Background: an optimization exercise with open tools, aiming at small area, a short achievable clock period and few clock cycles per item. Do not read the settings as production practice.
Where RTL was checked, it was by simulation tests only, not by an equivalence proof against the original.

==> flow/design.v <==
module tea_cipher_engine #(
  parameter int          ROUNDS      = 32,
  parameter int          HPC         = 2,      
  parameter bit          READY_COMB  = 1'b1,   
  parameter logic [31:0] DELTA       = 32'h9E3779B9
) (
  input  logic         clk,
  input  logic         reset,
  input  logic         in_valid,
  output logic         in_ready,
  input  logic         in_mode,
  input  logic [63:0]  in_data,
  input  logic [127:0] in_key,
  output logic         out_valid,
  input  logic         out_ready,
  output logic [63:0]  out_data,
  output logic         out_mode,
  output logic         busy
);
  localparam int HALVES = 2 * ROUNDS;
  localparam int NCYC   = HALVES / HPC;
  localparam int CNT_W  = (NCYC > 1) ? $clog2(NCYC) : 1;
  localparam int HC_W   = $clog2(HALVES);
  localparam int SIDX_W = HC_W - 1;
  localparam logic [CNT_W-1:0] LAST_CNT = CNT_W'(NCYC - 1);
  if (ROUNDS < 2 || (ROUNDS & (ROUNDS - 1)) != 0) begin : g_bad_rounds
    $error("tea_cipher_engine: ROUNDS must be a power of two >= 2");
  end
  if (HPC < 1 || (HALVES % HPC) != 0 || (HPC & (HPC - 1)) != 0) begin : g_bad_hpc
    $error("tea_cipher_engine: HPC must be a power of two dividing 2 * ROUNDS");
  end
  logic [31:0]      a_q, b_q;
  logic [127:0]     key_q;
  logic             mode_q;
  logic             run_q;
  logic [CNT_W-1:0] cnt_q;
  logic             ov_q;
  function automatic logic [31:0] tea_mix(
    input logic [31:0] v,
    input logic [31:0] s,
    input logic [31:0] ka,
    input logic [31:0] kb
  );
    tea_mix = ((v << 4) + ka) ^ (v + s) ^ ((v >> 5) + kb);
  endfunction
  function automatic logic [31:0] round_sum(input logic [SIDX_W-1:0] idx);
    round_sum = DELTA * (32'(idx) + 32'd1);
  endfunction
  logic [31:0] na, nb;
  always_comb begin
    logic [31:0]       x, y, m, s, ka, kb;
    logic [HC_W-1:0]   g;
    logic              ksel;
    x = b_q;
    y = a_q;
    for (int h = 0; h < HPC; h++) begin
      g    = HC_W'(cnt_q) * HC_W'(HPC) + HC_W'(h);
      ksel = g[0] ^ mode_q;
      ka   = ksel ? key_q[63:32] : key_q[127:96];
      kb   = ksel ? key_q[31:0]  : key_q[95:64];
      s    = round_sum(g[HC_W-1:1] ^ {SIDX_W{mode_q}});
      m    = tea_mix(x, s, ka, kb) ^ {32{mode_q}};
      m    = y + m + {31'd0, mode_q};
      y    = x;
      x    = m;
    end
    na = y;
    nb = x;
  end
  logic last, accept;
  assign last   = run_q && (cnt_q == LAST_CNT);
  assign accept = in_valid && in_ready;
  always_ff @(posedge clk) begin
    if (run_q) begin
      a_q <= na;
      b_q <= nb;
    end else if (accept) begin
      a_q    <= in_mode ? in_data[31:0]  : in_data[63:32];
      b_q    <= in_mode ? in_data[63:32] : in_data[31:0];
      key_q  <= in_key;
      mode_q <= in_mode;
    end
  end
  always_ff @(posedge clk) begin
    if (reset) begin
      run_q <= 1'b0;
      cnt_q <= '0;
      ov_q  <= 1'b0;
    end else begin
      if (run_q) begin
        cnt_q <= cnt_q + 1'b1;
        if (last) begin
          run_q <= 1'b0;
          ov_q  <= 1'b1;
        end
      end else begin
        if (out_ready) ov_q <= 1'b0;
        if (accept) run_q <= 1'b1;
      end
    end
  end
  if (READY_COMB) begin : g_ready_comb
    assign in_ready = !run_q && (!ov_q || out_ready);
  end else begin : g_ready_reg
    assign in_ready = !run_q && !ov_q;
  end
  assign out_valid = ov_q;
  assign busy      = run_q || ov_q;
  assign out_data  = mode_q ? {b_q, a_q} : {a_q, b_q};
  assign out_mode  = mode_q;
endmodule
make LEC_CHECK=0 CAP_MARGIN=20 CORE_MARGIN=2 CORE_UTILIZATION=40 SLEW_MARGIN=20 finish   # period 12.0 ns
run.sh (not shown) runs the stock make flow with config.mk's settings and CLKGATE_MAP_FILE= SYNTH_SCRIPT=/design/flow/synth_recipe.tcl, a recipe that flattens the netlist after the stock synthesis.
Next try:
--- a/flow/design.v
+++ b/flow/design.v
@@ -1,7 +1,7 @@
 module tea_cipher_engine #(
   parameter int          ROUNDS      = 32,
-  parameter int          HPC         = 2,      
+  parameter int          HPC         = 1,      
   parameter bit          READY_COMB  = 1'b1,   
   parameter logic [31:0] DELTA       = 32'h9E3779B9
 ) (
   input  logic         clk,
After rerunning:
- cell count falls by about 37%
- wire length falls by about 46%
- synthesized area falls by 30%
- final area falls by about 33%
No run of this note included a check of the RTL's function; only the layout flow was run.

* * *

tea_cipher_engine, a different RTL version from the one above (not shown whole).
Size in the first run: roughly 230 flip-flops, ~16000 um2 of cells after synthesis.
==> module tea_cipher_engine, before the edit <==
module tea_cipher_engine #(
  parameter int          ROUNDS     = 32,
  parameter bit          READY_COMB = 1'b0,   
  parameter int          ADDER      = 2,
  parameter logic [31:0] DELTA      = 32'h9E3779B9
) (
  input  logic         clk,
  input  logic         reset,
  input  logic         in_valid,
  output logic         in_ready,
  input  logic         in_mode,
  input  logic [63:0]  in_data,
  input  logic [127:0] in_key,
  output logic         out_valid,
  input  logic         out_ready,
  output logic [63:0]  out_data,
  output logic         out_mode,
  output logic         busy
);
  localparam int HALVES = 2 * ROUNDS;
  localparam int CNT_W  = $clog2(HALVES);
  localparam int SIDX_W = CNT_W - 1;
  localparam logic [CNT_W-1:0] LAST_CNT = CNT_W'(HALVES - 1);
  if (ROUNDS < 2 || (ROUNDS & (ROUNDS - 1)) != 0) begin : g_bad_rounds
    $error("tea_cipher_engine: ROUNDS must be a power of two >= 2");
  end
  logic [31:0]      a_q, b_q;
  logic [127:0]     key_q;       
  logic [31:0]      sum_q;       
  logic             mode_q;
  logic             run_q;
  logic             pre_q;       
  logic [CNT_W-1:0] cnt_q;       
  logic             ov_q;
  function automatic logic [31:0] add32(input logic [31:0] a, input logic [31:0] b, input logic cin);
    logic [31:0] p, g, G, P;
    logic [31:0] c;
    if (ADDER == 0) begin
      add32 = a + b + {31'd0, cin};
    end else begin
      p = a ^ b;
      g = a & b;
      g[0] = g[0] | (p[0] & cin);
      G = g; P = p;
      if (ADDER == 1) begin
        for (int d = 1; d < 32; d = d * 2)
          for (int i = 2 * d - 1; i < 32; i = i + 2 * d) begin
            G[i] = G[i] | (P[i] & G[i - d]);
            P[i] = P[i] & P[i - d];
          end
        for (int d = 8; d >= 1; d = d / 2)
          for (int i = 3 * d - 1; i < 32; i = i + 2 * d) begin
            G[i] = G[i] | (P[i] & G[i - d]);
            P[i] = P[i] & P[i - d];
          end
      end else if (ADDER == 2) begin
        for (int d = 1; d < 32; d = d * 2)
          for (int i = 0; i < 32; i++)
            if ((i & d) != 0) begin
              G[i] = G[i] | (P[i] & G[(i & ~(2 * d - 1)) + d - 1]);
              P[i] = P[i] & P[(i & ~(2 * d - 1)) + d - 1];
            end
      end else if (ADDER == 3) begin
        for (int i = 1; i < 32; i++) begin
          G[i] = G[i] | (P[i] & G[i - 1]);
        end
      end else begin
        for (int d = 1; d < 32; d = d * 2) begin
          logic [31:0] G2, P2;
          G2 = G; P2 = P;
          for (int i = 1; i < 32; i = i + 2)
            if (i - d >= 0 && (d == 1 || ((i - d) % 2) == 1)) begin
              G2[i] = G[i] | (P[i] & G[i - d]);
              P2[i] = P[i] & P[i - d];
            end
          G = G2; P = P2;
        end
        for (int i = 2; i < 32; i = i + 2) begin
          G[i] = G[i] | (P[i] & G[i - 1]);
        end
      end
      c = {G[30:0], cin};
      add32 = p ^ c;
    end
  endfunction
  function automatic logic [31:0] tea_mix(
    input logic [31:0] v,
    input logic [31:0] s,
    input logic [31:0] ka,
    input logic [31:0] kb
  );
    tea_mix = add32(v << 4, ka, 1'b0) ^ add32(v, s, 1'b0) ^ add32(v >> 5, kb, 1'b0);
  endfunction
  function automatic logic [31:0] round_sum(input logic [SIDX_W-1:0] idx);
    round_sum = DELTA * (32'(idx) + 32'd1);
  endfunction
  logic [31:0] mix, nb;
  assign mix = tea_mix(b_q, sum_q, key_q[127:96], key_q[95:64]);
  assign nb  = add32(a_q, mix ^ {32{mode_q}}, mode_q);
  logic step, last, accept;
  assign step   = run_q && !pre_q;
  assign last   = step && (cnt_q == LAST_CNT);
  assign accept = in_valid && in_ready;
  logic [CNT_W-1:0] cnt_next;
  assign cnt_next = cnt_q + 1'b1;
  always_ff @(posedge clk) begin
    if (!run_q) begin
      key_q <= in_key;
      sum_q <= in_mode ? round_sum('1) : round_sum('0);
    end else begin
      key_q <= {key_q[63:0], key_q[127:64]};
      sum_q <= round_sum(cnt_next[CNT_W-1:1] ^ {SIDX_W{mode_q}});
    end
  end
  always_ff @(posedge clk) begin
    if (!run_q) begin
      if (in_ready) begin
        a_q    <= in_data[63:32];
        b_q    <= in_data[31:0];
        mode_q <= in_mode;
      end
    end else if (pre_q) begin
      a_q <= b_q;
      b_q <= a_q;
    end else if (last && mode_q) begin
      a_q <= nb;
    end else begin
      a_q <= b_q;
      b_q <= nb;
    end
  end
  always_ff @(posedge clk) begin
    if (reset) begin
      run_q <= 1'b0;
      pre_q <= 1'b0;
      cnt_q <= '0;
      ov_q  <= 1'b0;
    end else begin
      if (accept) begin
        run_q <= 1'b1;
        pre_q <= in_mode;
        cnt_q <= '0;
      end else begin
        pre_q <= 1'b0;
        if (step) cnt_q <= cnt_next;
        if (last) run_q <= 1'b0;
      end
      if (last) ov_q <= 1'b1;
      else if (out_ready) ov_q <= 1'b0;
    end
  end
  if (READY_COMB) begin : g_ready_comb
    assign in_ready = !run_q && (!ov_q || out_ready);
  end else begin : g_ready_reg
    assign in_ready = !run_q && !ov_q;
  end
  assign out_valid = ov_q;
  assign busy      = run_q || ov_q;
  assign out_data  = {a_q, b_q};
  assign out_mode  = mode_q;
endmodule
export LEC_CHECK = 0
export CAP_MARGIN = 20
export CORE_MARGIN = 2
export CORE_UTILIZATION = 55
export SLEW_MARGIN = 20
create_clock -name core_clock -period 12.0 [get_ports {clk}]
standard.sh (not shown) runs the stock make flow with config.mk's settings and CLKGATE_MAP_FILE= SYNTH_SCRIPT=/design/flow/synth_recipe.tcl, a recipe that flattens the netlist after the stock synthesis.
==> flow/flow/run.sh <==
#!/bin/bash
# Standard ORFS layout with these changes:
# - synthesis is synth_recipe.tcl with ABC run on flow/map.abc (delay-targeted mapping),
# - no full/half-adder cell extraction before ABC, so ABC sees the whole datapath,
# - ports are buffered with the smallest buffer, buf_1,
# - timing repair aims at a setup margin of 7 ns, well past what the 12 ns clock needs.
# The make output goes to make_finish.log; each step's full log is under orfs/logs/.
set -euo pipefail
W=$(pwd)
export MY_ABC_SCRIPT=$W/flow/map.abc
export MY_ABC_D=3000
bash standard.sh SYNTH_SCRIPT=$W/flow/synth.tcl ADDER_MAP_FILE= SETUP_SLACK_MARGIN=7 \
  "BUFFER_PORTS_ARGS=-buffer_cell sky130_fd_sc_hd__buf_1" finish > $W/make_finish.log 2>&1
==> flow/flow/map.abc <==
strash
dch
map -D 3000
topo
buffer -c
upsize -c
dnsize -c
==> flow/flow/synth.tcl <==
proc synth {args} { yosys synth -nofsm -noshare {*}$args }
# ABC with yosys's own delay-driven script (no -script) and the delay target MY_ABC_D ps.
proc abc {args} {
  set out {}
  set skip 0
  foreach a $args {
    if {$skip} { set skip 0; continue }
    if {$a eq "-script" || $a eq "-D"} { set skip 1; continue }
    lappend out $a
  }
  if {[info exists ::env(MY_ABC_SCRIPT)] && $::env(MY_ABC_SCRIPT) ne ""} { lappend out -script $::env(MY_ABC_SCRIPT) }
  lappend out -D $::env(MY_ABC_D)
  puts "abc override: $out"
  yosys abc {*}$out
}
source $::env(SCRIPTS_DIR)/synth.tcl
# left out here: clear keep_hierarchy, flatten, clean up, hide names made inside functions, write 1_2_yosys.v
Testbench counts at the start, summed over its fixed seeds: cycles 85,105, items 1,280.
Change:
--- a/flow/design.v
+++ b/flow/design.v
@@ -1,8 +1,8 @@
 module tea_cipher_engine #(
   parameter int          ROUNDS     = 32,
   parameter bit          READY_COMB = 1'b0,   
-  parameter int          ADDER      = 2,
+  parameter int          ADDER      = 4,
   parameter logic [31:0] DELTA      = 32'h9E3779B9
 ) (
   input  logic         clk,
   input  logic         reset,
Setup slack degrades by 0.011 ns.
Cell area grows by about 1.9%.
Global-route usage went up by 0.19 points.
Worst hold slack is about the same.
Synthesized area grows by 1.4%.
Utilization falls by 0.19 points.
Fmax is about the same.
Non-clock buffer count fell by 1.
Wire length goes up by 2.7%.
First-iteration DRC count goes up by 9.9%.
Clock skew goes up by 0.0033 ns.
Via count went up by 1.3%.
No functional check of the RTL was part of the second run of this note.

[port drivers added, routing unchanged]
How much do the figures lean on ideal ports? The routed layouts below were timed once more, with nothing changed but the port constraints. Step 1, drivers: a clkbuf_16 drives clk and a buf_2 each remaining input, both assumed. Step 2 moves the port delays by t, midway between the first and last clock arrival at a register: inputs arrive t later, outputs are due t later. That takes back most of the time a late clock gives input paths. a / b / c = ideal ports / drivers / drivers and shift; a / b = the first two.
run	shift t [ns]	setup WS [ns]	hold slack, ns	worst setup path after step 2	cell pins on the clock port's net
the first run of note 1	0.573	0.458 / 0.458 / 0.458	0.519 / 0.519 / 0.519	register to register	1
the second run of note 1	0.599	3.190 / 3.190 / 3.190	0.620 / 0.620 / 0.620	register to register	1
the first run of note 2	0.585	7.288 / 7.288 / 7.288	0.421 / 0.421 / 0.421	register to register	1
the second run of note 2	0.601	7.277 / 7.277 / 7.277	0.420 / 0.420 / 0.420	register to register	1
After both steps every run listed still meets setup and hold.
